Context: an optimization exercise on an open-source flow, tuned for small area, a short achievable clock period and few clock cycles. The choices shown serve that exercise and are no tape-out recipe.
RTL that was checked went through simulation tests only; none was proved equivalent to the original.
Power is estimated from default activity; no workload was simulated.

v6:
// sao_eo_stat_acc
module sao_eo_stat_acc
#(
  parameter int n_pix     = sao_pkg::N_PIX,
  parameter int n_eo_type = sao_pkg::N_EO_TYPE,
  parameter int diff_len  = sao_pkg::DIFF_LEN,
  parameter int cnt_len   = sao_pkg::CNT_LEN,
  parameter int sum_len   = sao_pkg::SUM_LEN
) (
  input  logic                                  clk,
  input  logic                                  arst_n,
  input  logic                                  start,
  input  logic                                  in_valid,
  output logic                                  in_ready,
  input  logic                                  in_last,
  input  logic [n_eo_type-1:0][n_pix-1:0][2:0]  in_cat,
  input  logic [n_pix-1:0][diff_len-1:0]        in_diff,
  input  logic [n_eo_type-1:0][n_pix-1:0]       b_use,
  output logic                                  stat_valid,
  input  logic                                  stat_ready,
  output logic [n_eo_type-1:0][3:0][cnt_len-1:0] stat_cnt,
  output logic [n_eo_type-1:0][3:0][sum_len-1:0] stat_sum
);
clock: 7.5 ns
lec_check: 0
cap_margin: 20
core_margin: 2
core_utilization: 40
setup_slack_margin: 4.6
slew_margin: 20
standard.sh (not shown) runs the stock make flow with config.mk's settings and CLKGATE_MAP_FILE= SYNTH_SCRIPT=/design/flow/synth_recipe.tcl, a recipe that flattens the netlist after the stock synthesis.
==> flow/flow/run.sh <==
#!/bin/bash
# The standard layout, with the port buffers that placement inserts made of the
# smallest buffer cell (every port still gets its own buffer).
set -euo pipefail
export BUFFER_PORTS_ARGS="-buffer_cell sky130_fd_sc_hd__buf_1"
bash standard.sh > standard.log 2>&1
v6 has completed all stages; timing, DRC and antenna checks passed.
Testbench counts of v6, summed over its fixed seeds: cycles 19,928.
## Diff of input files: v7 against v6
# v6
export LEC_CHECK = 0
export CAP_MARGIN = 20
export CORE_MARGIN = 2
export CORE_UTILIZATION = 40
export SETUP_SLACK_MARGIN = 4.6
export SLEW_MARGIN = 20
create_clock -name core_clock -period 7.5 [get_ports {clk}]
# v7
export LEC_CHECK = 0
export CAP_MARGIN = 20
export CORE_MARGIN = 2
export CORE_UTILIZATION = 40
export CTS_CLUSTER_DIAMETER = 120
export CTS_CLUSTER_SIZE = 24
export SETUP_SLACK_MARGIN = 4.7
export SLEW_MARGIN = 20
create_clock -name core_clock -period 7.5 [get_ports {clk}]
==> results.txt <==
- Having completed the whole flow, v7 delivered a layout that passed the timing, DRC and antenna checks.
- Lower sequential fraction of design power among v6 and v7: v6
- v7 vs v6 — later-pin clock latency in the skew report dropped 0.04 ns.
- Going from v6 to v7, switching power total shrinks by about 11%.
- Between v6 and v7, the difference in sequential power is negligible.
- Re met2 track utilization from global routing: v6 was lower than v7.
- From v6 to v7 the numbers moved as follows: first-pass iteration count of the detailed router climbed 1, fmax climbed about 3.6%, routed length on met1 barely changed.
- met3 track utilization from global routing was lower in the run labelled v6.
- Comparing v6 and v7, the lower final critical-path setup slack was measured on v6.
- Design area shrinks by a few percent when moving from v6 to v7.


The RTL this note starts from:
==> flow/design.v <==
package sao_pkg;
  localparam int N_PIX     = 4;
  localparam int N_EO_TYPE = 4;
  localparam int DIFF_LEN  = 9;
  localparam int CNT_LEN   = 13;
  localparam int SUM_LEN   = 21;
  typedef enum logic [1:0] {EO_HOR, EO_VER, EO_135, EO_45} eo_type_e;
  localparam logic [2:0] SAO_CAT_NONE = 3'd0;
  localparam logic [2:0] SAO_CAT_1    = 3'd1;
  localparam logic [2:0] SAO_CAT_2    = 3'd2;
  localparam logic [2:0] SAO_CAT_3    = 3'd3;
  localparam logic [2:0] SAO_CAT_4    = 3'd4;
  typedef logic        [CNT_LEN-1:0] stat_cnt_t;
  typedef logic signed [SUM_LEN-1:0] stat_sum_t;
  typedef enum logic [1:0] {ST_IDLE, ST_ACC, ST_FLUSH, ST_DONE} acc_state_e;
endpackage
module sao_blk_cat_sum
#(
  parameter int diff_len = sao_pkg::DIFF_LEN,
  parameter int cnt_len  = sao_pkg::CNT_LEN,
  parameter int sum_len  = sao_pkg::SUM_LEN,
  parameter logic [10:0] seg = 11'b010_0100_1000   
) (
  input  logic                          clk,
  input  logic                          clr,       
  input  logic [3:0][5:0]               sel,       
  input  logic [diff_len-1:0]           d0, d1, d2, d3,
  input  logic [diff_len:0]             d01, d23,
  output logic [3:0][cnt_len-1:0]       cnt,
  output logic [3:0][sum_len-1:0]       sum
);
  localparam int PW  = diff_len + 1;        
  localparam int LW  = PW + 1;              
  localparam int HW  = sum_len - LW;        
  localparam int CLW = 3;                   
  localparam int CHW = cnt_len - CLW;       
  for (genvar c = 0; c < 4; c++) begin : g_bin
    logic [5:0]    sl;
    logic [PW-1:0] x, y;
    logic [LW-1:0] a, b;                    
    logic [LW-1:0] lo, u, s;
    logic [LW:0]   v, k;
    logic [LW-1:0] cr;                      
    logic          c11, v11;
    logic [HW-1:0] hi, hi_n;
    logic          inc, dec;
    assign sl = sel[c];
    for (genvar i = 0; i < PW; i++) begin : g_mux
      localparam int j = (i < diff_len) ? i : diff_len - 1;
      assign x[i] = (sl[0] & d0[j]) | (sl[1] & d1[j]) | (sl[2] & d01[i]);
      assign y[i] = (sl[3] & d2[j]) | (sl[4] & d3[j]) | (sl[5] & d23[i]);
    end
    assign a = {1'b1, ~x[PW-1], x[PW-2:0]};
    assign b = {1'b0, ~y[PW-1], y[PW-2:0]};
    assign v[0] = 1'b0;
    for (genvar i = 0; i < LW; i++) begin : g_csa
      assign u[i]   = lo[i] ^ a[i] ^ b[i];
      assign v[i+1] = (lo[i] & a[i]) | (lo[i] & b[i]) | (a[i] & b[i]);
    end
    assign k[0] = 1'b0;
    for (genvar i = 0; i < LW; i++) begin : g_cpa
      logic ki;
      if (seg[i]) begin : g_cut
        assign ki = cr[i];
      end else begin : g_chain
        assign ki = k[i];
      end
      assign s[i]   = u[i] ^ v[i] ^ ki;
      assign k[i+1] = (u[i] & v[i]) | (u[i] & ki) | (v[i] & ki);
    end
    always_ff @(posedge clk) begin
      for (int i = 0; i < LW; i++) begin
        lo[i] <= !clr && s[i];
        cr[i] <= !clr && seg[i] && k[i];
      end
      c11 <= !clr && k[LW];
      v11 <= clr || v[LW];
    end
    assign inc = c11 & v11;
    assign dec = ~c11 & ~v11;
    for (genvar i = 0; i < HW; i++) begin : g_hi
      if (i == 0) begin : g_b0
        assign hi_n[i] = hi[i] ^ (inc | dec);
      end else begin : g_bi
        assign hi_n[i] = hi[i] ^ ((inc & (&hi[i-1:0])) | (dec & ~(|hi[i-1:0])));
      end
    end
    always_ff @(posedge clk) begin
      hi <= clr ? '0 : hi_n;
    end
    assign sum[c] = {hi, lo};
    logic [CLW-1:0] clo, cs;
    logic [CHW-1:0] chi;
    logic           oa, ob, k1, k2, k3;
    assign oa    = sl[0] | sl[1];
    assign ob    = sl[3] | sl[4];
    assign cs[0] = clo[0] ^ oa ^ ob;
    assign k1    = (clo[0] & oa) | (clo[0] & ob) | (oa & ob);
    logic [1:0] b1;
    assign b1    = 2'(clo[1]) + 2'(sl[2]) + 2'(sl[5]) + 2'(k1);
    assign cs[1] = b1[0];
    assign k2    = b1[1];
    assign cs[2] = clo[2] ^ k2;
    assign k3    = clo[2] & k2;
    logic [CHW-1:0] chi_n;
    for (genvar i = 0; i < CHW; i++) begin : g_chi
      if (i == 0) begin : g_b0
        assign chi_n[i] = chi[i] ^ k3;
      end else begin : g_bi
        assign chi_n[i] = chi[i] ^ (k3 & (&chi[i-1:0]));
      end
    end
    always_ff @(posedge clk) begin
      clo <= clr ? '0 : cs;
      chi <= clr ? '0 : chi_n;
    end
    assign cnt[c] = {chi, clo};
  end
endmodule
module sao_eo_stat_acc
#(
  parameter int n_pix     = sao_pkg::N_PIX,
  parameter int n_eo_type = sao_pkg::N_EO_TYPE,
  parameter int diff_len  = sao_pkg::DIFF_LEN,
  parameter int cnt_len   = sao_pkg::CNT_LEN,
  parameter int sum_len   = sao_pkg::SUM_LEN
) (
  input  logic                                  clk,
  input  logic                                  arst_n,
  input  logic                                  start,
  input  logic                                  in_valid,
  output logic                                  in_ready,
  input  logic                                  in_last,
  input  logic [n_eo_type-1:0][n_pix-1:0][2:0]  in_cat,
  input  logic [n_pix-1:0][diff_len-1:0]        in_diff,
  input  logic [n_eo_type-1:0][n_pix-1:0]       b_use,
  output logic                                  stat_valid,
  input  logic                                  stat_ready,
  output logic [n_eo_type-1:0][3:0][cnt_len-1:0] stat_cnt,
  output logic [n_eo_type-1:0][3:0][sum_len-1:0] stat_sum
);
  localparam logic [10:0] seg     = 11'b010_1010_1000;   
  localparam int          n_flush = 6;                   
  logic accept;
  logic [n_flush-1:0] fl;
  logic clr;
  logic [n_eo_type-1:0][3:0][5:0]       s1_sel;
  logic [n_pix-1:0][diff_len-1:0]       s1_d;
  logic [diff_len:0]                    s1_d01, s1_d23;
  assign accept = in_valid && in_ready && !start;
  always_ff @(posedge clk or negedge arst_n) begin
    if (!arst_n) begin
      in_ready   <= 1'b0;
      fl         <= '0;
      stat_valid <= 1'b0;
      clr        <= 1'b0;
    end else begin
      in_ready   <= start || (in_ready && !(accept && in_last));
      fl         <= start ? '0 : {fl[n_flush-2:0], accept && in_last};
      stat_valid <= !start && (fl[n_flush-1] || (stat_valid && !stat_ready));
      clr        <= start;
    end
  end
  for (genvar t = 0; t < n_eo_type; t++) begin : g_sel_t
    for (genvar c = 0; c < 4; c++) begin : g_sel_c
      logic [n_pix-1:0] m;
      for (genvar p = 0; p < n_pix; p++) begin : g_sel_p
        assign m[p] = b_use[t][p] && (in_cat[t][p] == sao_pkg::SAO_CAT_1 + 3'(c));
      end
      always_ff @(posedge clk)
        s1_sel[t][c] <= accept ? {m[2] & m[3], ~m[2] & m[3], m[2] & ~m[3],
                                  m[0] & m[1], ~m[0] & m[1], m[0] & ~m[1]} : 6'd0;
    end
  end
  always_ff @(posedge clk) begin
    s1_d   <= in_diff;
    s1_d01 <= {in_diff[0][diff_len-1], in_diff[0]} + {in_diff[1][diff_len-1], in_diff[1]};
    s1_d23 <= {in_diff[2][diff_len-1], in_diff[2]} + {in_diff[3][diff_len-1], in_diff[3]};
  end
  for (genvar t = 0; t < n_eo_type; t++) begin : g_type
    sao_blk_cat_sum #(
      .diff_len (diff_len),
      .cnt_len  (cnt_len),
      .sum_len  (sum_len),
      .seg      (seg)
    ) u_cat_sum (
      .clk  (clk),
      .clr  (clr),
      .sel  (s1_sel[t]),
      .d0   (s1_d[0]),
      .d1   (s1_d[1]),
      .d2   (s1_d[2]),
      .d3   (s1_d[3]),
      .d01  (s1_d01),
      .d23  (s1_d23),
      .cnt  (stat_cnt[t]),
      .sum  (stat_sum[t])
    );
  end
endmodule
==> flow/config.mk <==
export PLATFORM = sky130hd
export DESIGN_NAME = sao_eo_stat_acc
export DESIGN_NICKNAME = sao_eo_stat_acc
export VERILOG_FILES = /design/flow/design.v
export SDC_FILE = /design/flow/constraint.sdc
export NUM_CORES = 4
export LEC_CHECK = 0
export CAP_MARGIN = 20
export CORE_MARGIN = 2
export CORE_UTILIZATION = 40
export CTS_CLUSTER_DIAMETER = 120
export CTS_CLUSTER_SIZE = 24
export SETUP_SLACK_MARGIN = 4.7
export SLEW_MARGIN = 20
==> flow/constraint.sdc <==
create_clock -name core_clock -period 7.5 [get_ports {clk}]
set_input_delay 1.5000 -clock core_clock [delete_from_list [all_inputs] [get_ports {clk}]]
set_output_delay 1.5000 -clock core_clock [all_outputs]
set_load 0.01 [all_outputs]
Scripts as last shown in full above: flow/flow/run.sh
The starting point ran to the end with no violations.
Edit:
Settings changed: CORE_UTILIZATION 40 to 65.
Effect: Cell count fell by 9.1%; critical path depth rose by 3; flip-flop and latch count is unchanged; routed wire length fell by 9.5%; non-clock buffer count fell by 34; sequential power rose by about 3%; maximum frequency fell by 3.5%; worst setup slack got worse by 100 ps.
No functional check of the RTL was part of any run of this note.

[afterwards: timing with drivers on the ports]
The flow's constraints put no driver on any port. The routed layouts listed below were extracted and timed again, unchanged, in two steps.
Step 1: set_driving_cell puts a clkbuf_16 on clk and a buf_2 on each other input, an assumption about the parent block.
Step 2 adds t to the input delays and takes it off the output delays; t is the mean of the earliest and latest rising clock arrival at the registers after step 1. Input paths then give back, and output paths get back, about the clock's delay inside the block.
Slacks: ideal ports / drivers / drivers and shift; pairs: ideal ports / drivers.
run	t (ns)	slack for setup (ns)	worst data-port slew with drivers (ns)
v6	0.740	4.638 / 4.562 / 4.325	0.14
v7	0.709	4.738 / 4.659 / 4.363	0.11
the first run of note 2	0.708	4.720 / 4.661 / 4.049	0.16
the second run of note 2	0.681	4.621 / 4.621 / 4.396	0.17
After both steps setup and hold are still met in every run listed. The setup slack of the first run of note 2, which loses most, moves by -0.059 ns with the drivers and by -0.671 ns with both steps.
